Context: an optimization exercise on an open-source flow, tuned for small area, a short achievable clock period and few clock cycles per item. The choices shown serve that exercise and are no tape-out recipe. Function was not checked in any run shown here: the RTL went through the layout flow alone.

[design/flow/design.v]
`timescale 1ns / 1ps
package mcd_pkg;
    localparam int PT_W   = 11;
    localparam int CHAR_W = 8;
    localparam int DIST_W = 14;
    localparam int N_W    = 28;               
    localparam int X_W    = 29;               
    localparam logic [CHAR_W-1:0] CHAR_NEWLINE = 8'd10;
    localparam logic [CHAR_W-1:0] CHAR_MARK    = 8'd42;
    localparam logic REG_POINT_COL = 1'b0;
    localparam logic REG_POINT_ROW = 1'b1;
endpackage
`timescale 1ns / 1ps
module mcd_front (
    input  logic                         aclk,
    input  logic                         aresetn,
    input  logic                         s_tready,
    input  logic                         s_tvalid,
    input  logic [mcd_pkg::CHAR_W-1:0]   s_tdata,
    input  logic                         cfg_wen,
    input  logic                         cfg_index,
    input  logic [mcd_pkg::PT_W-1:0]     cfg_data,
    output logic                         v_o,
    output logic                         nl_o,
    output logic                         sat_o,
    output logic                         w_acc_o,
    output logic [mcd_pkg::X_W-1:0]      x_o
);
    logic [mcd_pkg::PT_W-1:0] pcol_reg, prow_reg;
    logic [mcd_pkg::PT_W-1:0] col_reg, row_reg;     
    logic                     accept, is_nl, is_mark;
    logic [mcd_pkg::PT_W:0]   ex, ey, fx, fy;
    logic [mcd_pkg::PT_W-1:0] dx, dy;
    logic                     va_reg, vb_reg, vc_reg, vd_reg;
    logic                     nla_reg, nlb_reg, nlc_reg, nld_reg;
    logic [mcd_pkg::PT_W-1:0] dxa_reg, dya_reg;
    logic [23:0]              sb_reg, cb_reg, eb_reg;
    logic                     satd_reg;
    logic [22:0]              mc_reg;
    logic [mcd_pkg::N_W-1:0]  nd_reg;
    logic [23:0]              pp_s, pp_c, pp_e;
    logic [29:0]              n_full;
    assign accept  = s_tvalid && s_tready;
    assign is_nl   = (s_tdata == mcd_pkg::CHAR_NEWLINE);
    assign is_mark = (s_tdata == mcd_pkg::CHAR_MARK);
    assign ex = {1'b0, pcol_reg} - {1'b0, col_reg};
    assign fx = {1'b0, col_reg} - {1'b0, pcol_reg};
    assign ey = {1'b0, prow_reg} - {1'b0, row_reg};
    assign fy = {1'b0, row_reg} - {1'b0, prow_reg};
    assign dx = ex[mcd_pkg::PT_W] ? fx[mcd_pkg::PT_W-1:0] : ex[mcd_pkg::PT_W-1:0];
    assign dy = ey[mcd_pkg::PT_W] ? fy[mcd_pkg::PT_W-1:0] : ey[mcd_pkg::PT_W-1:0];
    mcd_sqsum u_sqsum (
        .a (dxa_reg),
        .b (dya_reg),
        .s (pp_s),
        .c (pp_c),
        .e (pp_e)
    );
    assign n_full = {mc_reg, 6'd0} + {1'b0, mc_reg, 5'd0} + {5'd0, mc_reg, 2'd0};
    always_ff @(posedge aclk) begin
        if (!aresetn) begin
            pcol_reg <= '0;
            prow_reg <= '0;
            col_reg  <= 11'd1;
            row_reg  <= 11'd1;
            va_reg   <= 1'b0;
            vb_reg   <= 1'b0;
            vc_reg   <= 1'b0;
            vd_reg   <= 1'b0;
        end else begin
            if (cfg_wen) begin
                if (cfg_index == mcd_pkg::REG_POINT_COL) pcol_reg <= cfg_data;
                else                                     prow_reg <= cfg_data;
            end
            if (accept) begin
                if (is_nl) begin
                    col_reg <= 11'd1;
                    if (!row_reg[10]) row_reg <= row_reg + 11'd1;
                end else if (!col_reg[10]) begin
                    col_reg <= col_reg + 11'd1;
                end
            end
            va_reg <= accept && (is_nl || is_mark);
            vb_reg <= va_reg;
            vc_reg <= vb_reg;
            vd_reg <= vc_reg;
        end
    end
    always_ff @(posedge aclk) begin
        nla_reg <= is_nl;
        dxa_reg <= dx;
        dya_reg <= dy;
        nlb_reg <= nla_reg;
        sb_reg  <= pp_s;
        cb_reg  <= pp_c;
        eb_reg  <= pp_e;
        nlc_reg <= nlb_reg;
        mc_reg  <= 23'(sb_reg + cb_reg + eb_reg);
        nld_reg <= nlc_reg;
        nd_reg  <= n_full[27:0];
        satd_reg <= |n_full[29:28];
    end
    assign w_acc_o = accept && (is_nl || is_mark);
    assign v_o  = vd_reg;
    assign nl_o = nld_reg;
    assign sat_o = satd_reg;
    assign x_o  = {1'b0, nd_reg};
endmodule
module mcd_sqsum (
    input  logic [10:0] a,
    input  logic [10:0] b,
    output logic [23:0] s,
    output logic [23:0] c,
    output logic [23:0] e
);
    logic w1, w2, w3, w4, w5, w6, w7, w8, w9, w10, w11, w12, w13, w14, w15, w16, w17, w18, w19, w20, w21, w22, w23, w24, w25, w26, w27, w28, w29, w30, w31, w32, w33, w34, w35, w36, w37, w38, w39, w40, w41, w42, w43, w44, w45, w46, w47, w48, w49, w50, w51, w52, w53, w54, w55, w56, w57, w58, w59, w60, w61, w62, w63, w64, w65, w66, w67, w68, w69, w70, w71, w72, w73, w74, w75, w76, w77, w78, w79, w80, w81, w82, w83, w84, w85, w86, w87, w88, w89, w90, w91, w92, w93, w94, w95, w96, w97, w98, w99, w100, w101, w102, w103, w104, w105, w106, w107, w108, w109, w110, w111, w112, w113, w114, w115, w116, w117, w118, w119, w120, w121, w122, w123, w124, w125, w126, w127, w128, w129, w130, w131, w132, w133, w134, w135, w136, w137, w138, w139, w140, w141, w142, w143, w144, w145, w146, w147, w148, w149, w150, w151, w152, w153, w154, w155, w156, w157, w158, w159, w160, w161, w162, w163, w164;
    assign w1 = (a[0] & a[7]) ^ (a[1] & a[6]);
    assign w2 = (a[0] & a[7]) & (a[1] & a[6]);
    assign w3 = (a[0] & a[9]) ^ (a[1] & a[8]) ^ (a[2] & a[7]);
    assign w4 = ((a[0] & a[9]) & (a[1] & a[8])) | ((a[0] & a[9]) & (a[2] & a[7])) | ((a[1] & a[8]) & (a[2] & a[7]));
    assign w5 = (a[3] & a[6]) ^ (a[4] & a[5]);
    assign w6 = (a[3] & a[6]) & (a[4] & a[5]);
    assign w7 = (a[0] & a[10]) ^ (a[1] & a[9]) ^ (a[2] & a[8]);
    assign w8 = ((a[0] & a[10]) & (a[1] & a[9])) | ((a[0] & a[10]) & (a[2] & a[8])) | ((a[1] & a[9]) & (a[2] & a[8]));
    assign w9 = (a[3] & a[7]) ^ (a[4] & a[6]);
    assign w10 = (a[3] & a[7]) & (a[4] & a[6]);
    assign w11 = (a[1] & a[10]) ^ (a[2] & a[9]) ^ (a[3] & a[8]);
    assign w12 = ((a[1] & a[10]) & (a[2] & a[9])) | ((a[1] & a[10]) & (a[3] & a[8])) | ((a[2] & a[9]) & (a[3] & a[8]));
    assign w13 = (a[4] & a[7]) ^ (a[5] & a[6]) ^ a[6];
    assign w14 = ((a[4] & a[7]) & (a[5] & a[6])) | ((a[4] & a[7]) & a[6]) | ((a[5] & a[6]) & a[6]);
    assign w15 = (b[1] & b[10]) ^ (b[2] & b[9]);
    assign w16 = (b[1] & b[10]) & (b[2] & b[9]);
    assign w17 = (a[2] & a[10]) ^ (a[3] & a[9]) ^ (a[4] & a[8]);
    assign w18 = ((a[2] & a[10]) & (a[3] & a[9])) | ((a[2] & a[10]) & (a[4] & a[8])) | ((a[3] & a[9]) & (a[4] & a[8]));
    assign w19 = (a[3] & a[10]) ^ (a[4] & a[9]) ^ (a[5] & a[8]);
    assign w20 = ((a[3] & a[10]) & (a[4] & a[9])) | ((a[3] & a[10]) & (a[5] & a[8])) | ((a[4] & a[9]) & (a[5] & a[8]));
    assign w21 = (a[0] & a[5]) ^ (a[1] & a[4]) ^ (a[2] & a[3]);
    assign w22 = ((a[0] & a[5]) & (a[1] & a[4])) | ((a[0] & a[5]) & (a[2] & a[3])) | ((a[1] & a[4]) & (a[2] & a[3]));
    assign w23 = (a[0] & a[6]) ^ (a[1] & a[5]);
    assign w24 = (a[0] & a[6]) & (a[1] & a[5]);
    assign w25 = w1 ^ (a[2] & a[5]) ^ (a[3] & a[4]);
    assign w26 = (w1 & (a[2] & a[5])) | (w1 & (a[3] & a[4])) | ((a[2] & a[5]) & (a[3] & a[4]));
    assign w27 = a[4] ^ (b[0] & b[7]) ^ (b[1] & b[6]);
    assign w28 = (a[4] & (b[0] & b[7])) | (a[4] & (b[1] & b[6])) | ((b[0] & b[7]) & (b[1] & b[6]));
    assign w29 = w2 ^ (a[0] & a[8]) ^ (a[1] & a[7]);
    assign w30 = (w2 & (a[0] & a[8])) | (w2 & (a[1] & a[7])) | ((a[0] & a[8]) & (a[1] & a[7]));
    assign w31 = (a[2] & a[6]) ^ (a[3] & a[5]) ^ (b[0] & b[8]);
    assign w32 = ((a[2] & a[6]) & (a[3] & a[5])) | ((a[2] & a[6]) & (b[0] & b[8])) | ((a[3] & a[5]) & (b[0] & b[8]));
    assign w33 = (b[1] & b[7]) ^ (b[2] & b[6]);
    assign w34 = (b[1] & b[7]) & (b[2] & b[6]);
    assign w35 = w3 ^ w5 ^ a[5];
    assign w36 = (w3 & w5) | (w3 & a[5]) | (w5 & a[5]);
    assign w37 = (b[0] & b[9]) ^ (b[1] & b[8]) ^ (b[2] & b[7]);
    assign w38 = ((b[0] & b[9]) & (b[1] & b[8])) | ((b[0] & b[9]) & (b[2] & b[7])) | ((b[1] & b[8]) & (b[2] & b[7]));
    assign w39 = (b[3] & b[6]) ^ (b[4] & b[5]) ^ b[5];
    assign w40 = ((b[3] & b[6]) & (b[4] & b[5])) | ((b[3] & b[6]) & b[5]) | ((b[4] & b[5]) & b[5]);
    assign w41 = w4 ^ w6 ^ w7;
    assign w42 = (w4 & w6) | (w4 & w7) | (w6 & w7);
    assign w43 = w9 ^ (b[0] & b[10]) ^ (b[1] & b[9]);
    assign w44 = (w9 & (b[0] & b[10])) | (w9 & (b[1] & b[9])) | ((b[0] & b[10]) & (b[1] & b[9]));
    assign w45 = (b[2] & b[8]) ^ (b[3] & b[7]) ^ (b[4] & b[6]);
    assign w46 = ((b[2] & b[8]) & (b[3] & b[7])) | ((b[2] & b[8]) & (b[4] & b[6])) | ((b[3] & b[7]) & (b[4] & b[6]));
    assign w47 = w8 ^ w10 ^ w11;
    assign w48 = (w8 & w10) | (w8 & w11) | (w10 & w11);
    assign w49 = w13 ^ w15 ^ (b[3] & b[8]);
    assign w50 = (w13 & w15) | (w13 & (b[3] & b[8])) | (w15 & (b[3] & b[8]));
    assign w51 = (b[4] & b[7]) ^ (b[5] & b[6]) ^ b[6];
    assign w52 = ((b[4] & b[7]) & (b[5] & b[6])) | ((b[4] & b[7]) & b[6]) | ((b[5] & b[6]) & b[6]);
    assign w53 = w12 ^ w14 ^ w16;
    assign w54 = (w12 & w14) | (w12 & w16) | (w14 & w16);
    assign w55 = w17 ^ (a[5] & a[7]) ^ (b[2] & b[10]);
    assign w56 = (w17 & (a[5] & a[7])) | (w17 & (b[2] & b[10])) | ((a[5] & a[7]) & (b[2] & b[10]));
    assign w57 = (b[3] & b[9]) ^ (b[4] & b[8]) ^ (b[5] & b[7]);
    assign w58 = ((b[3] & b[9]) & (b[4] & b[8])) | ((b[3] & b[9]) & (b[5] & b[7])) | ((b[4] & b[8]) & (b[5] & b[7]));
    assign w59 = w18 ^ w19 ^ (a[6] & a[7]);
    assign w60 = (w18 & w19) | (w18 & (a[6] & a[7])) | (w19 & (a[6] & a[7]));
    assign w61 = a[7] ^ (b[3] & b[10]) ^ (b[4] & b[9]);
    assign w62 = (a[7] & (b[3] & b[10])) | (a[7] & (b[4] & b[9])) | ((b[3] & b[10]) & (b[4] & b[9]));
    assign w63 = (b[5] & b[8]) ^ (b[6] & b[7]) ^ b[7];
    assign w64 = ((b[5] & b[8]) & (b[6] & b[7])) | ((b[5] & b[8]) & b[7]) | ((b[6] & b[7]) & b[7]);
    assign w65 = w20 ^ (a[4] & a[10]) ^ (a[5] & a[9]);
    assign w66 = (w20 & (a[4] & a[10])) | (w20 & (a[5] & a[9])) | ((a[4] & a[10]) & (a[5] & a[9]));
    assign w67 = (a[6] & a[8]) ^ (b[4] & b[10]) ^ (b[5] & b[9]);
    assign w68 = ((a[6] & a[8]) & (b[4] & b[10])) | ((a[6] & a[8]) & (b[5] & b[9])) | ((b[4] & b[10]) & (b[5] & b[9]));
    assign w69 = (a[5] & a[10]) ^ (a[6] & a[9]) ^ (a[7] & a[8]);
    assign w70 = ((a[5] & a[10]) & (a[6] & a[9])) | ((a[5] & a[10]) & (a[7] & a[8])) | ((a[6] & a[9]) & (a[7] & a[8]));
    assign w71 = a[8] ^ (b[5] & b[10]) ^ (b[6] & b[9]);
    assign w72 = (a[8] & (b[5] & b[10])) | (a[8] & (b[6] & b[9])) | ((b[5] & b[10]) & (b[6] & b[9]));
    assign w73 = (a[0] & a[3]) ^ (a[1] & a[2]) ^ a[2];
    assign w74 = ((a[0] & a[3]) & (a[1] & a[2])) | ((a[0] & a[3]) & a[2]) | ((a[1] & a[2]) & a[2]);
    assign w75 = (a[0] & a[4]) ^ (a[1] & a[3]);
    assign w76 = (a[0] & a[4]) & (a[1] & a[3]);
    assign w77 = w21 ^ a[3] ^ (b[0] & b[5]);
    assign w78 = (w21 & a[3]) | (w21 & (b[0] & b[5])) | (a[3] & (b[0] & b[5]));
    assign w79 = (b[1] & b[4]) ^ (b[2] & b[3]);
    assign w80 = (b[1] & b[4]) & (b[2] & b[3]);
    assign w81 = w22 ^ w23 ^ (a[2] & a[4]);
    assign w82 = (w22 & w23) | (w22 & (a[2] & a[4])) | (w23 & (a[2] & a[4]));
    assign w83 = (b[0] & b[6]) ^ (b[1] & b[5]) ^ (b[2] & b[4]);
    assign w84 = ((b[0] & b[6]) & (b[1] & b[5])) | ((b[0] & b[6]) & (b[2] & b[4])) | ((b[1] & b[5]) & (b[2] & b[4]));
    assign w85 = w24 ^ w25 ^ w27;
    assign w86 = (w24 & w25) | (w24 & w27) | (w25 & w27);
    assign w87 = (b[2] & b[5]) ^ (b[3] & b[4]) ^ b[4];
    assign w88 = ((b[2] & b[5]) & (b[3] & b[4])) | ((b[2] & b[5]) & b[4]) | ((b[3] & b[4]) & b[4]);
    assign w89 = w26 ^ w28 ^ w29;
    assign w90 = (w26 & w28) | (w26 & w29) | (w28 & w29);
    assign w91 = w31 ^ w33 ^ (b[3] & b[5]);
    assign w92 = (w31 & w33) | (w31 & (b[3] & b[5])) | (w33 & (b[3] & b[5]));
    assign w93 = w30 ^ w32 ^ w34;
    assign w94 = (w30 & w32) | (w30 & w34) | (w32 & w34);
    assign w95 = w35 ^ w37 ^ w39;
    assign w96 = (w35 & w37) | (w35 & w39) | (w37 & w39);
    assign w97 = w36 ^ w38 ^ w40;
    assign w98 = (w36 & w38) | (w36 & w40) | (w38 & w40);
    assign w99 = w41 ^ w43 ^ w45;
    assign w100 = (w41 & w43) | (w41 & w45) | (w43 & w45);
    assign w101 = w42 ^ w44 ^ w46;
    assign w102 = (w42 & w44) | (w42 & w46) | (w44 & w46);
    assign w103 = w47 ^ w49 ^ w51;
    assign w104 = (w47 & w49) | (w47 & w51) | (w49 & w51);
    assign w105 = w48 ^ w50 ^ w52;
    assign w106 = (w48 & w50) | (w48 & w52) | (w50 & w52);
    assign w107 = w53 ^ w55 ^ w57;
    assign w108 = (w53 & w55) | (w53 & w57) | (w55 & w57);
    assign w109 = w54 ^ w56 ^ w58;
    assign w110 = (w54 & w56) | (w54 & w58) | (w56 & w58);
    assign w111 = w59 ^ w61 ^ w63;
    assign w112 = (w59 & w61) | (w59 & w63) | (w61 & w63);
    assign w113 = w60 ^ w62 ^ w64;
    assign w114 = (w60 & w62) | (w60 & w64) | (w62 & w64);
    assign w115 = w65 ^ w67 ^ (b[6] & b[8]);
    assign w116 = (w65 & w67) | (w65 & (b[6] & b[8])) | (w67 & (b[6] & b[8]));
    assign w117 = w66 ^ w68 ^ w69;
    assign w118 = (w66 & w68) | (w66 & w69) | (w68 & w69);
    assign w119 = w71 ^ (b[7] & b[8]) ^ b[8];
    assign w120 = (w71 & (b[7] & b[8])) | (w71 & b[8]) | ((b[7] & b[8]) & b[8]);
    assign w121 = w70 ^ w72 ^ (a[6] & a[10]);
    assign w122 = (w70 & w72) | (w70 & (a[6] & a[10])) | (w72 & (a[6] & a[10]));
    assign w123 = (a[7] & a[9]) ^ (b[6] & b[10]) ^ (b[7] & b[9]);
    assign w124 = ((a[7] & a[9]) & (b[6] & b[10])) | ((a[7] & a[9]) & (b[7] & b[9])) | ((b[6] & b[10]) & (b[7] & b[9]));
    assign w125 = (a[7] & a[10]) ^ (a[8] & a[9]) ^ a[9];
    assign w126 = ((a[7] & a[10]) & (a[8] & a[9])) | ((a[7] & a[10]) & a[9]) | ((a[8] & a[9]) & a[9]);
    assign w127 = (b[7] & b[10]) ^ (b[8] & b[9]) ^ b[9];
    assign w128 = ((b[7] & b[10]) & (b[8] & b[9])) | ((b[7] & b[10]) & b[9]) | ((b[8] & b[9]) & b[9]);
    assign w129 = (a[0] & a[1]) ^ a[1];
    assign w130 = (a[0] & a[1]) & a[1];
    assign w131 = w73 ^ (b[0] & b[3]);
    assign w132 = w73 & (b[0] & b[3]);
    assign w133 = w74 ^ w75 ^ (b[0] & b[4]);
    assign w134 = (w74 & w75) | (w74 & (b[0] & b[4])) | (w75 & (b[0] & b[4]));
    assign w135 = w76 ^ w77 ^ w79;
    assign w136 = (w76 & w77) | (w76 & w79) | (w77 & w79);
    assign w137 = w78 ^ w80 ^ w81;
    assign w138 = (w78 & w80) | (w78 & w81) | (w80 & w81);
    assign w139 = w82 ^ w84 ^ w85;
    assign w140 = (w82 & w84) | (w82 & w85) | (w84 & w85);
    assign w141 = w86 ^ w88 ^ w89;
    assign w142 = (w86 & w88) | (w86 & w89) | (w88 & w89);
    assign w143 = w90 ^ w92 ^ w93;
    assign w144 = (w90 & w92) | (w90 & w93) | (w92 & w93);
    assign w145 = w94 ^ w96 ^ w97;
    assign w146 = (w94 & w96) | (w94 & w97) | (w96 & w97);
    assign w147 = w98 ^ w100 ^ w101;
    assign w148 = (w98 & w100) | (w98 & w101) | (w100 & w101);
    assign w149 = w102 ^ w104 ^ w105;
    assign w150 = (w102 & w104) | (w102 & w105) | (w104 & w105);
    assign w151 = w106 ^ w108 ^ w109;
    assign w152 = (w106 & w108) | (w106 & w109) | (w108 & w109);
    assign w153 = w110 ^ w112 ^ w113;
    assign w154 = (w110 & w112) | (w110 & w113) | (w112 & w113);
    assign w155 = w114 ^ w116 ^ w117;
    assign w156 = (w114 & w116) | (w114 & w117) | (w116 & w117);
    assign w157 = w118 ^ w120 ^ w121;
    assign w158 = (w118 & w120) | (w118 & w121) | (w120 & w121);
    assign w159 = w122 ^ w124 ^ w125;
    assign w160 = (w122 & w124) | (w122 & w125) | (w124 & w125);
    assign w161 = w126 ^ w128 ^ (a[8] & a[10]);
    assign w162 = (w126 & w128) | (w126 & (a[8] & a[10])) | (w128 & (a[8] & a[10]));
    assign w163 = (a[9] & a[10]) ^ a[10] ^ (b[9] & b[10]);
    assign w164 = ((a[9] & a[10]) & a[10]) | ((a[9] & a[10]) & (b[9] & b[10])) | (a[10] & (b[9] & b[10]));
    assign s = {1'b0, 1'b0, w164, w162, w160, w158, w156, w154, w152, w150, w148, w146, w144, w142, w140, w138, w136, w134, w132, w131, w130, w129, 1'b0, a[0]};
    assign c = {1'b0, 1'b0, 1'b0, w163, w161, w159, w157, w155, w153, w151, w149, w147, w145, w143, w141, w139, w137, w135, w133, (b[1] & b[2]), (a[0] & a[2]), (b[0] & b[1]), 1'b0, b[0]};
    assign e = {1'b0, 1'b0, 1'b0, b[10], (b[8] & b[10]), w127, w123, w119, w115, w111, w107, w103, w99, w95, w91, w87, w83, b[3], (b[1] & b[3]), b[2], (b[0] & b[2]), b[1], 1'b0, 1'b0};
endmodule
`timescale 1ns / 1ps
module mcd_sqrt_step #(
    parameter int K = 0
) (
    input  logic [mcd_pkg::X_W-1:0] x,
    input  logic [15:0]             u,
    output logic [mcd_pkg::X_W-1:0] y,
    output logic [15:0]             u_o
);
    localparam int RW = K + 5;      
    localparam int DW = K + 6;      
    logic [13:0]   q;
    logic [RW-1:0] rp;
    logic [DW-1:0] d1, d2, d3;
    logic [1:0]    dig;
    logic [K+2:0]  rn;
    logic [15:0]   um, up;
    assign q  = 14'(x >> (mcd_pkg::X_W - K));
    assign rp = x[mcd_pkg::X_W-1-K -: RW];
    assign d1 = DW'(rp) - DW'({q, 3'b001});        
    assign d2 = DW'(rp) - DW'({q, 4'b0100});       
    assign d3 = DW'(rp) - DW'({u, 3'b001});        
    assign um = u - 16'd1;
    assign up = u + 16'd1;
    always_comb begin
        if (!d3[DW-1]) begin
            dig = 2'd3;
            rn  = d3[K+2:0];
            u_o = {up[13:0], 2'b10};
        end else if (!d2[DW-1]) begin
            dig = 2'd2;
            rn  = d2[K+2:0];
            u_o = {u[13:0], 2'b11};
        end else if (!d1[DW-1]) begin
            dig = 2'd1;
            rn  = d1[K+2:0];
            u_o = {u[13:0], 2'b00};
        end else begin
            dig = 2'd0;
            rn  = rp[K+2:0];
            u_o = {um[13:0], 2'b01};
        end
    end
    assign y = (mcd_pkg::X_W'({q, dig}) << (mcd_pkg::X_W - 2 - K))
             | (mcd_pkg::X_W'(rn) << (24 - 2 * K))
             | (x & ((mcd_pkg::X_W'(1) << (24 - 2 * K)) - mcd_pkg::X_W'(1)));
endmodule
module mcd_sqrt_cell #(
    parameter int K = 0
) (
    input  logic                     aclk,
    input  logic                     aresetn,
    input  logic                     v_i,
    input  logic                     nl_i,
    input  logic                     sat_i,
    input  logic [mcd_pkg::X_W-1:0]  x_i,
    input  logic [15:0]              u_i,
    output logic                     v_o,
    output logic                     nl_o,
    output logic                     sat_o,
    output logic [mcd_pkg::X_W-1:0]  x_o,
    output logic [15:0]              u_o
);
    logic                     v_reg, nl_reg, sat_reg;
    logic [mcd_pkg::X_W-1:0]  x_reg, x_next;
    logic [K+3:0]             u_reg;
    logic [15:0]              u_next;
    mcd_sqrt_step #(.K(K)) u_step (.x(x_i), .u(u_i), .y(x_next), .u_o(u_next));
    always_ff @(posedge aclk) begin
        if (!aresetn) v_reg <= 1'b0;
        else          v_reg <= v_i;
    end
    always_ff @(posedge aclk) begin
        nl_reg <= nl_i;
        sat_reg <= sat_i;
        x_reg  <= x_next;
        u_reg  <= u_next[K+3:0];
    end
    assign v_o  = v_reg;
    assign nl_o = nl_reg;
    assign sat_o = sat_reg;
    assign x_o  = x_reg;
    assign u_o  = 16'(u_reg);
endmodule
`timescale 1ns / 1ps
module mcd_out #(
    parameter int QN = 7,                  
    parameter int QB = (QN > 1) ? $clog2(QN) : 1
) (
    input  logic                        aclk,
    input  logic                        aresetn,
    input  logic                        w_acc,       
    input  logic                        v_i,
    input  logic                        nl_i,
    input  logic                        sat_i,       
    input  logic [mcd_pkg::X_W-1:0]     x_i,
    input  logic                        m_tready,
    output logic                        s_tready,
    output logic                        m_tvalid,
    output logic [15:0]                 m_tdata,
    output logic [0:0]                  m_tuser
);
    localparam int CW = $clog2(QN + 2);
    logic [13:0]   q, q1;
    logic [14:0]   r;
    logic          up;
    logic [14:0]   word;            
    logic          h_valid, rdy_reg, take, h_free;
    logic [14:0]   h_word;
    logic [14:0]   mem [QN];
    logic [QB-1:0] wp, rp;
    logic [QB:0]   qcnt;
    logic [CW-1:0] cnt, cnt_next;
    logic          q_empty, push, pop;
    assign q  = x_i[28:15];
    assign r  = x_i[14:0];
    assign q1 = q + 14'd1;
    assign up = (r > {1'b0, q});
    always_comb begin
        if (nl_i)                 word = {1'b1, 14'd0};
        else if (sat_i || (up && (&q))) word = {1'b0, 14'h3FFF};
        else if (up)              word = {1'b0, q1};
        else                      word = {1'b0, q};
    end
    assign take    = h_valid && m_tready;
    assign h_free  = !h_valid || take;
    assign q_empty = (qcnt == '0);
    assign pop     = h_free && !q_empty;
    assign push    = v_i && !(h_free && q_empty);
    always_comb begin
        cnt_next = cnt;
        if (w_acc && !take)      cnt_next = cnt + CW'(1);
        else if (!w_acc && take) cnt_next = cnt - CW'(1);
    end
    always_ff @(posedge aclk) begin
        if (!aresetn) begin
            h_valid <= 1'b0;
            rdy_reg <= 1'b1;
            cnt     <= '0;
            wp      <= '0;
            rp      <= '0;
            qcnt    <= '0;
        end else begin
            if (h_free) h_valid <= v_i || !q_empty;
            rdy_reg <= (cnt_next <= CW'(QN));
            cnt     <= cnt_next;
            if (push) wp <= (wp == QB'(QN - 1)) ? '0 : wp + QB'(1);
            if (pop)  rp <= (rp == QB'(QN - 1)) ? '0 : rp + QB'(1);
            if (push && !pop)      qcnt <= qcnt + (QB+1)'(1);
            else if (pop && !push) qcnt <= qcnt - (QB+1)'(1);
        end
    end
    always_ff @(posedge aclk) begin
        if (h_free) h_word <= q_empty ? word : mem[rp];
        if (push)   mem[wp] <= word;
    end
    assign s_tready = rdy_reg;
    assign m_tvalid = h_valid;
    assign m_tdata  = {2'b00, h_word[13:0]};
    assign m_tuser  = h_word[14];
endmodule
`timescale 1ns / 1ps
module marked_cell_distance #(
    parameter int MAX_COLS = 1024,
    parameter int MAX_ROWS = 1024
) (
    input  logic                        aclk,
    input  logic                        aresetn,
    input  logic                        s_tvalid,
    output logic                        s_tready,
    input  logic [7:0]                  s_tdata,    
    output logic                        m_tvalid,
    input  logic                        m_tready,
    output logic [15:0]                 m_tdata,    
    output logic [0:0]                  m_tuser,    
    input  logic                        cfg_wen,
    input  logic                        cfg_index,
    input  logic [mcd_pkg::PT_W-1:0]    cfg_data
);
    localparam int NS = 7;     
    logic                                w_acc;
    logic [NS:0]                         v_c, nl_c, sat_c;
    logic [NS:0][mcd_pkg::X_W-1:0]       x_c;
    logic [NS:0][15:0]                   u_c;
    assign u_c[0] = 16'd1;      
    mcd_front u_front (
        .aclk      (aclk),
        .aresetn   (aresetn),
        .s_tready  (s_tready),
        .s_tvalid  (s_tvalid),
        .s_tdata   (s_tdata),
        .cfg_wen   (cfg_wen),
        .cfg_index (cfg_index),
        .cfg_data  (cfg_data),
        .v_o       (v_c[0]),
        .nl_o      (nl_c[0]),
        .sat_o     (sat_c[0]),
        .w_acc_o   (w_acc),
        .x_o       (x_c[0])
    );
    for (genvar i = 0; i < NS; i++) begin : g_cell
        mcd_sqrt_cell #(
            .K (2 * i)
        ) u_cell (
            .aclk    (aclk),
            .aresetn (aresetn),
            .v_i     (v_c[i]),
            .nl_i    (nl_c[i]),
            .sat_i   (sat_c[i]),
            .x_i     (x_c[i]),
            .u_i     (u_c[i]),
            .v_o     (v_c[i+1]),
            .nl_o    (nl_c[i+1]),
            .sat_o   (sat_c[i+1]),
            .x_o     (x_c[i+1]),
            .u_o     (u_c[i+1])
        );
    end
    mcd_out u_out (
        .aclk     (aclk),
        .aresetn  (aresetn),
        .v_i      (v_c[NS]),
        .nl_i     (nl_c[NS]),
        .sat_i    (sat_c[NS]),
        .x_i      (x_c[NS]),
        .m_tready (m_tready),
        .w_acc    (w_acc),
        .s_tready (s_tready),
        .m_tvalid (m_tvalid),
        .m_tdata  (m_tdata),
        .m_tuser  (m_tuser)
    );
endmodule
[design/flow/run.sh]
#!/bin/bash
# synth_recipe.tcl (not shown) runs the flow's synth.tcl, then flattens the netlist and writes it again
# the make line also repeats each setting of config.mk as NAME=value (left out here)
make -C /OpenROAD-flow-scripts/flow DESIGN_CONFIG=/design/flow/config.mk WORK_HOME=/design/flow/orfs CLKGATE_MAP_FILE= SYNTH_SCRIPT=/design/flow/synth_recipe.tcl finish
[design/flow/config.mk]
export PLATFORM = sky130hd
export DESIGN_NAME = marked_cell_distance
export DESIGN_NICKNAME = marked_cell_distance
export VERILOG_FILES = /design/flow/design.v
export SDC_FILE = /design/flow/constraint.sdc
export NUM_CORES = 4
export LEC_CHECK = 0
export ABC_CLOCK_PERIOD_IN_PS = 2500
export CAP_MARGIN = 20
export CORE_MARGIN = 2
export CORE_UTILIZATION = 40
export SETUP_SLACK_MARGIN = 3.8
export SLEW_MARGIN = 20
[design/flow/constraint.sdc]
create_clock -name core_clock -period 6.5 [get_ports {aclk}]
set_input_delay 1.3000 -clock core_clock [delete_from_list [all_inputs] [get_ports {aclk}]]
set_output_delay 1.3000 -clock core_clock [all_outputs]
set_load 0.01 [all_outputs]
==> results.cfg, run 1 <==
[setup_path]
rr_worst_depth = 12
critPathMaxFanout = 3
reg2reg_from = u_front.mc_reg[1]
cp_data_arrival_time_ps = 3670
r2r_slack_ps = 3350
r2r_end = u_front.nd_reg[26]
critPathRequiredTime_ps = 7020
end_kind = flop
path_class = reg -> reg
cp-start-kind = flop

[synthesis]
synth_cell_types = 97
syn_inst = 3191
synth-async-reset-ratio_pct = 0
synth.top_cell.area_share_pct = 29.4
ys_ff_latch = 587
yosys_warnings = 16
synth_ff_type = dfxtp_1
synth.largest_area_cell = dfxtp_1
synthTopCellsByArea = dfxtp_1, edfxtp_1, ha_1, fa_1, xnor2_1
syn-cell-area_um2 = 31900
avgSynthCellArea_um2 = 9.98
seq_area_frac_synth_pct = 40.7
synth_edf_count = 120

[routing]
drc = 0
first_pass_iters = 7
wl_per_cell_um = 16.6
wirelength_um = 74800
num_vias = 23000
drt_iter0_drc = 1250
via_per_inst = 5.10
ant_nets = 0

[timing]
finalCriticalPeriod_ps = 3150
worstMarginPinSlew_ps = 793
min_period_over_period_pct = 48.5
finClkSkew_ps = 50.5
hold_viol = 0
clock.fmax_mhz = 317
finalSetupViolations = 0
finalMaxSlewViolations = 0
slew_headroom_pct = 46.7
rsz0062_at_grt = true
tns_ps = 0

[die]
initial_core_util_pct = 40.4
fp.coreArea_um2 = 78900
ios = 44
die_w_um = 286
core.rowCount = 103
fp.dieArea_um2 = 81900
chipHeight_um = 286

[run]
drv_cap = 0

[place]
portBuffers = 41
dp_hpwl_um = 52400
gp_congestion = 0.838

[clock_tree]
cts_buffer_depth = 3
numClockSinks = 587
cts_root_buf = clkbuf_16
clk_pin_slew_ps = 70
insertion_delay_ps = 640
numCtsBuffers = 60
cts_hold_buf = 0
tritoncts = done
h-tree-depth = 2

[hold_path]
hold_path.class = reg -> reg
min_to = g_cell[0].u_cell.x_reg[5]
hold_start = u_front.nd_reg[5]
min_path_cells = 0

[global_routing]
grt_overflow = 0
grt.total_usage_pct = 17.8
grt_pass1_vias = 22900
grt_start_max_net_pins = 38
grt_pass1_wl_um = 119000
antenna_found_initial = 0

[cells_and_area]
fillerInstances = 7120
drive_gt1_share_pct = 22.0
largest_register_ffs = 189
nNetsFinal = 3837
utilization_pct = 49.7
diodes = 0
area_growth_pct = 23.2

[run_status]
run_status = complete, no violations
==> cells in the final DEF, fill, tap and decap left out, drive strengths merged, types with 31 or more instances in the layout <==
master,n
o211ai,31
nor3,60
mux2i,61
inv,331
o21a,31
nor2b,31
nand2,231
a21o,59
nand2b,37
nor2,169
a21oi,197
buf,207
a211oi,34
nand3,49
xor2,56
fa,109
xnor2,178
edfxtp,120
o21ai,149
and2,110
ha,287
clkbuf,75
dfxtp,467
==> critical path, cell delays in order, from the launching register on <==
cell and delay, ps:
dfxtp_4 350, fa_1 450, ha_2 200, fa_2 340
a21o_1 190, a311oi_2 340, o31ai_2 120, o21a_1 220
a211o_1 300, a21oi_4 170, o21bai_1 80, a21o_1 180
xor2_1 130
==> kinds of logic after synthesis <==
group / synth area share, %
AO/OA/AOI/OAI: 14.2
buffers and inverters: 5.02
flip-flops: 40.7
adder cells (fa/ha/maj): 18.1
AND/OR/NAND/NOR: 12.3
multiplexers: 3.26
XOR/XNOR: 6.43
other: 0.0118
==> repair_timing <==
| item | 4_1_cts | 5_1_grt |
|---|---|---|
| buffers inserted | 99 | 83 |
| gates resized for setup | 253 | 285 |
| gates cloned | 6 | 6 |
| setup endpoints to repair | 334 | 283 |
| pin swaps | 84 | 140 |
==> per-stage QoR <==
step	worst slack (ps)	cells	hold slack [ps]	instance area (µm²)
finish	3350	4515	314	39200
global route	3230	4515	314	39200
CTS	3340	4426	316	37400
detailed placement	2840	4210	312	33600
global placement	2880	4210	310	33600
floorplan	3520	3192	310	32100
==> Yosys cell counts, types with 6 or more instances <==
master    instances
a211o_1          10
nor2b_1          31
and2_1          110
o21a_1           28
o22ai_1           9
a21oi_1         193
inv_1           321
nand4_1          21
fa_1            109
o31ai_1          13
or2_2            16
a21boi_0          8
or3_1            19
a221oi_1         10
o31a_1            8
a211oi_1         33
o21ai_1          11
clkbuf_1         63
buf_2            16
and3_1           17
mux2i_1          61
o21bai_1         22
dfxtp_1         467
ha_1            287
nand2b_1         37
nor3_1           58
edfxtp_1        120
nand2_1         229
nor4_1           14
xor2_1           56
a31oi_1          28
nand3_1          49
nor2_1          168
mux2_2            8
mux4_2           15
a21o_1           59
xnor2_1         178
o41ai_2           6
a41oi_1           9
o211ai_1         31
o21ai_0         134
==> worst max-delay path by stage <==
stage                 startpoint  depth (start not counted)                  to  slack [ps]
6_report       u_front.mc_reg[1]                         12  u_front.nd_reg[26]        3350
5_1_grt        u_front.mc_reg[1]                         12  u_front.nd_reg[26]        3230
4_1_cts        u_front.mc_reg[1]                         12  u_front.nd_reg[26]        3340
3_5_place_dp            m_tready                          6    u_out.mem[6][13]        2840
3_3_place_gp            m_tready                          6    u_out.mem[6][12]        2880
2_1_floorplan  u_front.mc_reg[0]                         12  u_front.nd_reg[26]        3520
==> cell type report <==
type,instances,area [µm²],area share (%)
Clock buffer,73,1580,4.03
Clock inverter,38,468,1.19
Inverter,321,1210,3.09
Multi-Input combinational cell,2196,19300,49.3
Sequential cell,587,13100,33.5
Tap cell,1050,1310,3.35
Timing Repair Buffer,250,2170,5.54
==> layer usage <==
layer	part of all wire [%]	track usage [%]	vias to the layer above
met1	44	22.3	11000
li1	-	-	11500
met5	0	0	-
met4	2.6	4.53	0
met2	50	32.1	345
met3	3.3	2.33	132
==> run 2, diff against run 1 <==
--- a/design/flow/design.v
+++ b/design/flow/design.v
@@ -39,7 +39,7 @@
     logic [22:0]              mc_reg;
     logic [mcd_pkg::N_W-1:0]  nd_reg;
     logic [23:0]              pp_s, pp_c, pp_e;
-    logic [29:0]              n_full;
+    logic [27:0]              n_full;
     assign accept  = s_tvalid && s_tready;
     assign is_nl   = (s_tdata == mcd_pkg::CHAR_NEWLINE);
     assign is_mark = (s_tdata == mcd_pkg::CHAR_MARK);
@@ -56,7 +56,7 @@
         .c (pp_c),
         .e (pp_e)
     );
-    assign n_full = {mc_reg, 6'd0} + {1'b0, mc_reg, 5'd0} + {5'd0, mc_reg, 2'd0};
+    assign n_full = 28'({mc_reg, 6'd0}) + 28'({mc_reg, 5'd0}) + 28'({mc_reg, 2'd0});
     always_ff @(posedge aclk) begin
         if (!aresetn) begin
             pcol_reg <= '0;
@@ -98,7 +98,7 @@
         mc_reg  <= 23'(sb_reg + cb_reg + eb_reg);
         nld_reg <= nlc_reg;
         nd_reg  <= n_full[27:0];
-        satd_reg <= |n_full[29:28];
+        satd_reg <= (mc_reg >= 23'd2684355);
     end
     assign w_acc_o = accept && (is_nl || is_mark);
     assign v_o  = vd_reg;
@@ -388,7 +388,8 @@
     logic [13:0]   q, q1;
     logic [14:0]   r;
     logic          up;
-    logic [14:0]   word;            
+    logic [14:0]   word_next, word;    
+    logic          wv_reg;
     logic          h_valid, rdy_reg, take, h_free;
     logic [14:0]   h_word;
     logic [14:0]   mem [QN];
@@ -401,16 +402,23 @@
     assign q1 = q + 14'd1;
     assign up = (r > {1'b0, q});
     always_comb begin
-        if (nl_i)                 word = {1'b1, 14'd0};
-        else if (sat_i || (up && (&q))) word = {1'b0, 14'h3FFF};
-        else if (up)              word = {1'b0, q1};
-        else                      word = {1'b0, q};
+        if (nl_i)                       word_next = {1'b1, 14'd0};
+        else if (sat_i || (up && (&q))) word_next = {1'b0, 14'h3FFF};
+        else if (up)                    word_next = {1'b0, q1};
+        else                            word_next = {1'b0, q};
+    end
+    always_ff @(posedge aclk) begin
+        if (!aresetn) wv_reg <= 1'b0;
+        else          wv_reg <= v_i;
+    end
+    always_ff @(posedge aclk) begin
+        word <= word_next;
     end
     assign take    = h_valid && m_tready;
     assign h_free  = !h_valid || take;
     assign q_empty = (qcnt == '0);
     assign pop     = h_free && !q_empty;
-    assign push    = v_i && !(h_free && q_empty);
+    assign push    = wv_reg && !(h_free && q_empty);
     always_comb begin
         cnt_next = cnt;
         if (w_acc && !take)      cnt_next = cnt + CW'(1);
@@ -425,7 +433,7 @@
             rp      <= '0;
             qcnt    <= '0;
         end else begin
-            if (h_free) h_valid <= v_i || !q_empty;
+            if (h_free) h_valid <= wv_reg || !q_empty;
             rdy_reg <= (cnt_next <= CW'(QN));
             cnt     <= cnt_next;
             if (push) wp <= (wp == QB'(QN - 1)) ? '0 : wp + QB'(1);
--- a/design/flow/config.mk
+++ b/design/flow/config.mk
@@ -8,6 +8,6 @@
 export ABC_CLOCK_PERIOD_IN_PS = 2500
 export CAP_MARGIN = 20
 export CORE_MARGIN = 2
-export CORE_UTILIZATION = 40
+export CORE_UTILIZATION = 60
 export SETUP_SLACK_MARGIN = 3.8
 export SLEW_MARGIN = 20
==> run 2 against run 1 <==
  * Global-route usage rose by 7.9 points
  * Final cell count fell by 7.0%
  * Cell area fell by 2.7%
  * Sequential share of layout area rose by 1.6 points
  * Synthesized area rose by 2.3%
  * Critical path type unchanged
==> results.cfg, run 2 <==
[routing]
ant_nets = 0
wl_per_cell_um = 17.3
num_vias = 23900
drc = 0
via_per_inst = 5.69
wirelength_um = 72500
first_pass_iters = 17
drt_iter0_drc = 1550

[setup_path]
slowest_delay_ps = 590
cp-start-kind = flop
crit_chain = fa_1, ha_4, or2_2, a21oi_2, a31oi_4, a2111oi_4, nor3_2, a2111o_1, a21oi_2, xnor2_1
end_kind = flop
crit_slowest_cell = fa_1
crit_top_cell = a21oi_2
critPathRequiredTime_ps = 7010
cp_data_arrival_time_ps = 3510
path_class = reg -> reg
critPathMaxFanout = 6

[timing]
finalSetupViolations = 0
hold_viol = 0
slew_headroom_pct = 31.6
clock.fmax_mhz = 334
finalMaxSlewViolations = 0
holdWs_ps = 322
finalCriticalPeriod_ps = 3000
min_period_over_period_pct = 46.1
worstMarginPinSlew_ps = 1030
rsz0062_at_grt = true
tns_ps = 0
finClkSkew_ps = 35.4

[die]
chipHeight_um = 237
core.rowCount = 85
die_w_um = 237
fp.coreArea_um2 = 53700
fp.dieArea_um2 = 56200
initial_core_util_pct = 60.7
ios = 44

[synthesis]
synth-async-reset-ratio_pct = 0
syn-cell-area_um2 = 32600
ys_top_cells_by_count = dfxtp_1, inv_1, ha_1
seq_area_frac_synth_pct = 40.7
synth_cell_types = 87
synthTopCellsByArea = dfxtp_1, ha_1, edfxtp_1, fa_1, xnor2_1
synth.top_cell.area_share_pct = 29.7
yosysMostFrequentCell = dfxtp_1
synth_ff_type = dfxtp_1
synth_edf_count = 120
yosys_warnings = 16
ys_ff_latch = 603
avgSynthCellArea_um2 = 9.86
synth.largest_area_cell = dfxtp_1
syn_inst = 3304

[global_routing]
grt_pass1_vias = 24000
grtUsageMet1_pct = 33.5
antenna_found_initial = 0
grt_pass1_wl_um = 118000
gr-max-usage-layer = met2
grt_start_max_net_pins = 46
met3_usage_pct = 3.28
met2_usage_pct = 44.7
grt_overflow = 0
grt.total_usage_pct = 25.6

[cells_and_area]
nNetsFinal = 3897
utilization_pct = 71.1
drive_gt1_share_pct = 15.0
mostFrequentLayoutCell = dfxtp_1
final_cell_mix = dfxtp_1, inv_1, ha_1, nand2_1, nor2_1
largest_register_ffs = 189
diodes = 0
area_growth_pct = 17.2

[run]
drv_cap = 0

[clock_tree]
clk_pin_slew_ps = 60
cts_root_buf = clkbuf_16
numCtsBuffers = 66
numClockSinks = 603
insertion_delay_ps = 620
h-tree-depth = 3
tritoncts = done
cts_hold_buf = 0
cts_buffer_depth = 3

[place]
dp_hpwl_um = 52100
portBuffers = 41
gp_congestion = 0.877

[run_status]
run_status = complete, no violations

[hold_path]
hold_path.class = reg -> reg
==> run 2: final cells by class <==
cell class	count	area (µm²)
Clock buffer	89	1850
Inverter	316	1190
Clock inverter	30	360
Sequential cell	603	13400
Fill cell	3987	15500
Multi-Input combinational cell	2304	19100
Timing Repair Buffer	161	1400
Tap cell	696	871
==> run 2: cell families after synthesis <==
logic type	synth area share (%)
AOI/OAI and AO/OA	14.0
xor gates and xnor gates	6.26
adders and majority gates	18.6
buffers and inverters	4.68
DFF	40.7
muxes	2.97
other	0.0115
and+or+nand+nor	12.7
==> run 2: path summary, 6_finish.rpt <==
check                                               start                        end  slack [ps]  cells after the start
worst max-delay path                    u_front.mc_reg[6]         u_front.nd_reg[24]        3500                     10
worst min-delay path            g_cell[0].u_cell.x_reg[3]  g_cell[1].u_cell.x_reg[3]         320                      0
worst max register to register          u_front.mc_reg[6]         u_front.nd_reg[24]        3500                     10
worst min register to register  g_cell[0].u_cell.x_reg[3]  g_cell[1].u_cell.x_reg[3]         320                      0
==> run 2: timing repair <==
action                                  in CTS  in global routing
pin swaps                                   52                 67
endpoints found under the setup margin     288                189
buffers inserted                            59                 51
gates resized for setup                    182                157
hold endpoints to repair                     0                  0
gates cloned                                 2                  2
==> run 2: layer usage <==
layer	vias up	routed length (µm)
li1	11800	-
met1	11600	32700
met2	426	35900
met3	125	2310
met4	0	1550
met5	-	0
==> run 2: metrics by stage <==
| step | std cells | worst slack [ps] | area [µm²] |
|---|---|---|---|
| 5_1_grt | 4199 | 3370 | 38200 |
| 6_report | 4199 | 3500 | 38200 |
| 3_3_place_gp | 3966 | 2490 | 33800 |
| 3_5_place_dp | 3966 | 2410 | 33800 |
| 2_1_floorplan | 3305 | 3560 | 32800 |
| 4_1_cts | 4146 | 3520 | 37200 |
==> run 2: critical path: cells and delay by family, from the launching register on <==
kind / cells / cell delay (ps)
simple gates: 2 / 380
fa+ha+maj: 2 / 830
compound gates: 5 / 1200
xor+xnor: 1 / 130
flops: 1 / 380
==> run 3, diff against run 2 <==
--- a/design/flow/config.mk
+++ b/design/flow/config.mk
@@ -8,6 +8,6 @@
 export ABC_CLOCK_PERIOD_IN_PS = 2500
 export CAP_MARGIN = 20
 export CORE_MARGIN = 2
-export CORE_UTILIZATION = 60
+export CORE_UTILIZATION = 40
 export SETUP_SLACK_MARGIN = 3.8
 export SLEW_MARGIN = 20
==> run 3 against run 2 <==
  * Hold slack got worse by 7.4 ps
  * Via count fell by 1.9%
  * Die area up 49%
  * Count of clock-buffer cells in the layout up 1
  * Still clean on timing, DRC and antenna
==> results.cfg, run 3 <==
[timing]
finalCriticalPeriod_ps = 2930
rsz0062_at_grt = true
slew_headroom_pct = 48.3
tns_ps = 0
hold_viol = 0
finalSetupViolations = 0
finClkSkew_ps = 21.3
min_period_over_period_pct = 45.1
finalMaxSlewViolations = 0
worstMarginPinSlew_ps = 773
clock.fmax_mhz = 341

[die]
initial_core_util_pct = 40.4
die_w_um = 289
chipHeight_um = 289
ios = 44
fp.coreArea_um2 = 80500
core.rowCount = 104
fp.dieArea_um2 = 83700

[global_routing]
antenna_found_initial = 0
grt.total_usage_pct = 17.6
grt_start_max_net_pins = 46
grt_pass1_vias = 22900
grt_overflow = 0
grt_pass1_wl_um = 119000

[cells_and_area]
diodes = 0
area_growth_pct = 18.6
fin_cells = 4558
drive_gt1_share_pct = 15.0
final_cell_mix = dfxtp_1, inv_1, ha_1, nand2_1, nor2_1
mostFrequentLayoutCell = dfxtp_1
fillerInstances = 7430
largest_register_ffs = 189
nNetsFinal = 3891

[synthesis]
synth.top_cell.area_share_pct = 29.7
synth_edf_count = 120
syn_inst = 3304
muxShareOfSynthArea_pct = 2.97
synthSimpleGateAreaFrac_pct = 12.7
synth_ff_type = dfxtp_1
synth-async-reset-ratio_pct = 0
synth-compound-area-share_pct = 14.0
yosysMostFrequentCell = dfxtp_1
avgSynthCellArea_um2 = 9.86
synthTopCellsByArea = dfxtp_1, ha_1, edfxtp_1, fa_1, xnor2_1
synth_top_family_by_area = adder cells
seq_area_frac_synth_pct = 40.7
ys_ff_latch = 603
synthAdderAreaFrac_pct = 18.6
synth.largest_area_cell = dfxtp_1
yosys_warnings = 16
ys_top_cells_by_count = dfxtp_1, inv_1, ha_1
synth_cell_types = 87
syn-cell-area_um2 = 32600
synthXorXnorAreaFrac_pct = 6.26

[setup_path]
cp.buffers_inverters = 1
crit_chain = fa_1, ha_2, inv_2, fa_2, nor2b_4, o2111ai_4, a31oi_4, a2111oi_4, o21bai_1, a21oi_2, o31a_1, xnor2_1
r2r_slack_ps = 3570
critPathRequiredTime_ps = 6990
critPathMaxFanout = 3
slowest_delay_ps = 540
path_class = reg -> reg
crit_slowest_cell = fa_1
cp-startpoint = u_front.mc_reg[0]
reg2reg_from = u_front.mc_reg[0]
cp_data_arrival_time_ps = 3420
cp-start-kind = flop
end_kind = flop
cp_top_family = adder cells
r2r_end = u_front.nd_reg[26]
rr_worst_depth = 12

[place]
portBuffers = 41
dp.cells = 4331
gp_congestion = 0.862
dp_hpwl_um = 53100

[hold_path]
min_path_cells = 0
min_to = g_cell[0].u_cell.x_reg[19]
hold_start = u_front.nd_reg[19]
hold_path.class = reg -> reg

[routing]
num_vias = 23400
wirelength_um = 73600
highest-signal-layer = met4
drt_iter0_drc = 1227
first_pass_iters = 6
wl_met3_um = 2700
drc = 0
wl_per_cell_um = 16.2
wl_met1_um = 34400
dr_wl_met2_um = 34600
via_per_inst = 5.14
ant_nets = 0

[clock_tree]
clk_pin_slew_ps = 60
cts_buffer_depth = 3
h-tree-depth = 3
tritoncts = done
cts_hold_buf = 0
numCtsBuffers = 67
numClockSinks = 603
cts_root_buf = clkbuf_16
insertion_delay_ps = 600

[run]
drv_cap = 0

[run_status]
run_status = complete, no violations
## run 3: area by class of cell
type | instances | area, µm² | share of cell area (%)
multi-input cells | 2306 | 19200 | 49.6
clock inverters | 31 | 328 | 0.848
flip-flops and latches | 603 | 13400 | 34.7
inverters | 316 | 1190 | 3.07
well taps | 1060 | 1330 | 3.43
repair buffers | 152 | 1330 | 3.43
clock buffers | 90 | 1920 | 4.97
## run 3: layer usage
metal	vias up	GRT usage, %
li1	11700	-
met1	11200	23.8
met2	378	29.0
met3	126	2.55
met4	0	5.32
met5	-	0
## run 3: kinds of logic after synthesis
kind of cell | count (synthesis)
adder cells (fa/ha/maj) | 420
XOR/XNOR | 233
other | 1
flip-flops | 603
AO/OA/AOI/OAI | 716
multiplexers | 78
buffers and inverters | 402
AND/OR/NAND/NOR | 851
## run 3: repair_timing
item                       CTS  global route
resized for setup          179           151
pin swaps                   61            75
gates cloned                 6             1
hold endpoints to repair     0             0
buffers inserted            54            45
setup endpoints to repair  275           149
## run 3: metrics by stage
step / hold slack (ps) / setup slack, ps / cell area, µm² / utilization (%)
floorplan: 310 / 3560 / 32800 / -
global placement: 310 / 2480 / 34300 / 42.6
detailed placement: 312 / 2400 / 34300 / 42.6
CTS: 311 / 3510 / 37600 / 46.7
global route: 325 / 3420 / 38600 / 48.0
finish: 314 / 3570 / 38600 / 48.0
## run 3: how the worst max path moves through the flow
stage	end	cells after the start	slack (ps)
after CTS	u_front.nd_reg[24]	10	3510
after detailed placement	u_out.mem[3][2]	6	2400
after floorplan	u_front.row_reg[7]	7	3560
after global routing	u_front.nd_reg[24]	12	3420
final	u_front.nd_reg[26]	12	3570
after global placement	u_out.mem[3][14]	6	2480
==> run 4, diff against run 3 <==
--- a/design/flow/config.mk
+++ b/design/flow/config.mk
@@ -11,3 +11,4 @@
 export CORE_UTILIZATION = 40
 export SETUP_SLACK_MARGIN = 3.8
 export SLEW_MARGIN = 20
+export TNS_END_PERCENT = 5
==> run 4 against run 3 <==
  * Still clean
  * Utilization fell by 1.2 points
  * Hold slack worse by 2.6 ps
  * Critical path depth did not move
  * Critical path type unchanged
  * Non-clock buffer count is 44 lower
  * Flip-flop and latch count did not move
  * Largest cell class unchanged
  * Via count decreased by 1.0%
  * Global-route usage fell by 0.29 points
==> results.cfg, run 4 <==
[run_status]
run_status = complete, no violations

[timing]
finalCriticalPeriod_ps = 2990
worstMarginPinSlew_ps = 1040
holdWs_ps = 312
rsz0062_at_grt = true
finalSetupViolations = 0
tns_ps = 0
hold_viol = 0
min_period_over_period_pct = 46.0
finClkSkew_ps = 26.0
setup_ws_ps = 3510
clock.fmax_mhz = 335
finalMaxSlewViolations = 0
slew_headroom_pct = 30.9

[global_routing]
grtUsageMet1_pct = 23.5
gr-max-usage-layer = met2
met2_usage_pct = 28.1
grt.total_usage_pct = 17.3
grt_start_max_net_pins = 46
grt_pass1_vias = 22300
grt_pass1_wl_um = 116000
antenna_found_initial = 1
met3_usage_pct = 2.46
grt_overflow = 0

[clock_tree]
clk_pin_slew_ps = 60
tritoncts = done
cts_hold_buf = 0
numClockSinks = 603
h-tree-depth = 3
cts_buffer_depth = 3
numCtsBuffers = 68
insertion_delay_ps = 610
cts_root_buf = clkbuf_16

[synthesis]
ys_top_cells_by_count = dfxtp_1, inv_1, ha_1
synth.top_cell.area_share_pct = 29.7
ys_ff_latch = 603
syn_inst = 3304
syn-cell-area_um2 = 32600
synth_cell_types = 87
synth.largest_area_cell = dfxtp_1
synth_ff_type = dfxtp_1
seq_area_frac_synth_pct = 40.7
avgSynthCellArea_um2 = 9.86
synthTopCellsByArea = dfxtp_1, ha_1, edfxtp_1, fa_1, xnor2_1
synth-async-reset-ratio_pct = 0
synth_edf_count = 120
yosys_warnings = 16
yosysMostFrequentCell = dfxtp_1

[cells_and_area]
area_growth_pct = 15.7
final_cell_mix = dfxtp_1, inv_1, ha_1, nand2_1, o21ai_0
nNetsFinal = 3847
mostFrequentLayoutCell = dfxtp_1
drive_gt1_share_pct = 10.4
diodes = 0
largest_register_ffs = 189

[setup_path]
cp_data_arrival_time_ps = 3480
end_kind = flop
path_class = reg -> reg
critPathRequiredTime_ps = 7000
cp-start-kind = flop
critPathMaxFanout = 4

[run]
drv_cap = 0

[die]
ios = 44
die_w_um = 289
fp.coreArea_um2 = 80500
chipHeight_um = 289
initial_core_util_pct = 40.4
fp.dieArea_um2 = 83700
core.rowCount = 104

[routing]
first_pass_iters = 5
drt_iter0_drc = 1238
num_vias = 23200
via_per_inst = 5.14
wl_per_cell_um = 16.1
wirelength_um = 72900
drc = 0
ant_nets = 0

[place]
portBuffers = 41
gp_congestion = 0.867
dp_hpwl_um = 53500
dp_worst_setup_slack_ps = 2540

[hold_path]
hold_path.class = reg -> reg
==> run 4: cell counts after synthesis <==
Identical to the previous run, type by type.
==> run 4: final timing paths <==
path / start / end / slack, ps / depth (start not counted)
setup / recovery: u_front.mc_reg[0] / u_front.nd_reg[26] / 3510 / 12
hold / removal: u_front.nd_reg[22] / g_cell[0].u_cell.x_reg[22] / 310 / 0
setup reg to reg: u_front.mc_reg[0] / u_front.nd_reg[26] / 3510 / 12
hold reg to reg: u_front.nd_reg[22] / g_cell[0].u_cell.x_reg[22] / 310 / 0
==> run 4: final cells by class <==
| class | instances | area (µm²) |
|---|---|---|
| multi-input cells | 2305 | 18500 |
| clock buffers | 90 | 1920 |
| inverters | 316 | 1190 |
| well taps | 1060 | 1330 |
| repair buffers | 108 | 945 |
| flip-flops and latches | 603 | 13300 |
| clock inverters | 32 | 478 |
| fillers | 7503 | 42900 |
==> run 4: layer usage <==
layer  wire length [µm]  vias to the layer above
met4               2080                        0
met3               2690                      128
li1                   -                    11700
met1              34500                    11000
met5                  0                        -
met2              33600                      424
==> run 4: cell families after synthesis <==
logic type / after synthesis / synth area share, %
buf+inv: 402 / 4.68
compound gates: 716 / 14.0
simple gates: 851 / 12.7
xor+xnor: 233 / 6.26
flops: 603 / 40.7
other cells: 1 / 0.0115
fa+ha+maj: 420 / 18.6
mux: 78 / 2.97
==> run 4: through the flow <==
stage,instances,instance area [µm²],util [%]
floorplan,3305,32700,-
detailed placement,4331,34200,42.4
global placement,4331,34200,42.4
global route,4514,37700,46.8
CTS,4490,37200,46.2
finish,4514,37700,46.8
==> run 4: what timing repair did <==
action / 4_1_cts / 5_1_grt
gates resized for setup: 84 / 75
hold endpoints to repair: 0 / 0
buffers inserted: 33 / 23
cloned: 4 / 1
pin swaps: 39 / 28
setup endpoints to repair: 250 / 288
==> run 4: critical path, stage by stage (launching register included) <==
cell and delay, ps:
dfxtp_4 360, fa_1 540, ha_2 190, inv_2 40
fa_2 370, nor2b_4 160, o2111ai_4 130, a31oi_4 290
a2111oi_4 130, o21bai_1 180, a21oi_2 90, o31a_1 270
xnor2_1 120

## static timing again, ports no longer ideal
In the flow no input, the clock included, has a driving cell. The finished layouts below were timed again as built, in two steps. Step 1 (the two cells are an assumption about what drives the block):
set clk [get_ports {aclk}]
set_driving_cell -lib_cell sky130_fd_sc_hd__clkbuf_16 $clk
set_driving_cell -lib_cell sky130_fd_sc_hd__buf_2 [delete_from_list [all_inputs] $clk]
Step 2 adds t to the input delays and takes it off the output delays; t is the mean of the earliest and latest rising clock arrival at the registers after step 1. Input paths then give back, and output paths get back, about the clock's delay inside the block. Three values: ideal, step 1, step 2; two values: the first two.
| run | t (ns) | setup WS [ns] | worst data-port slew with drivers (ns) |
|---|---|---|---|
| run 1 | 0.681 | 3.347 / 3.347 / 3.278 | 0.04 |
| run 2 | 0.663 | 3.502 / 3.502 / 3.229 | 0.04 |
| run 3 | 0.655 | 3.570 / 3.570 / 3.287 | 0.07 |
| run 4 | 0.661 | 3.513 / 3.513 / 2.958 | 0.06 |
After both steps every run listed still meets setup and hold. For run 4, which loses most, drivers alone change the setup slack by 0.000 ns; drivers and shift together by -0.555 ns.
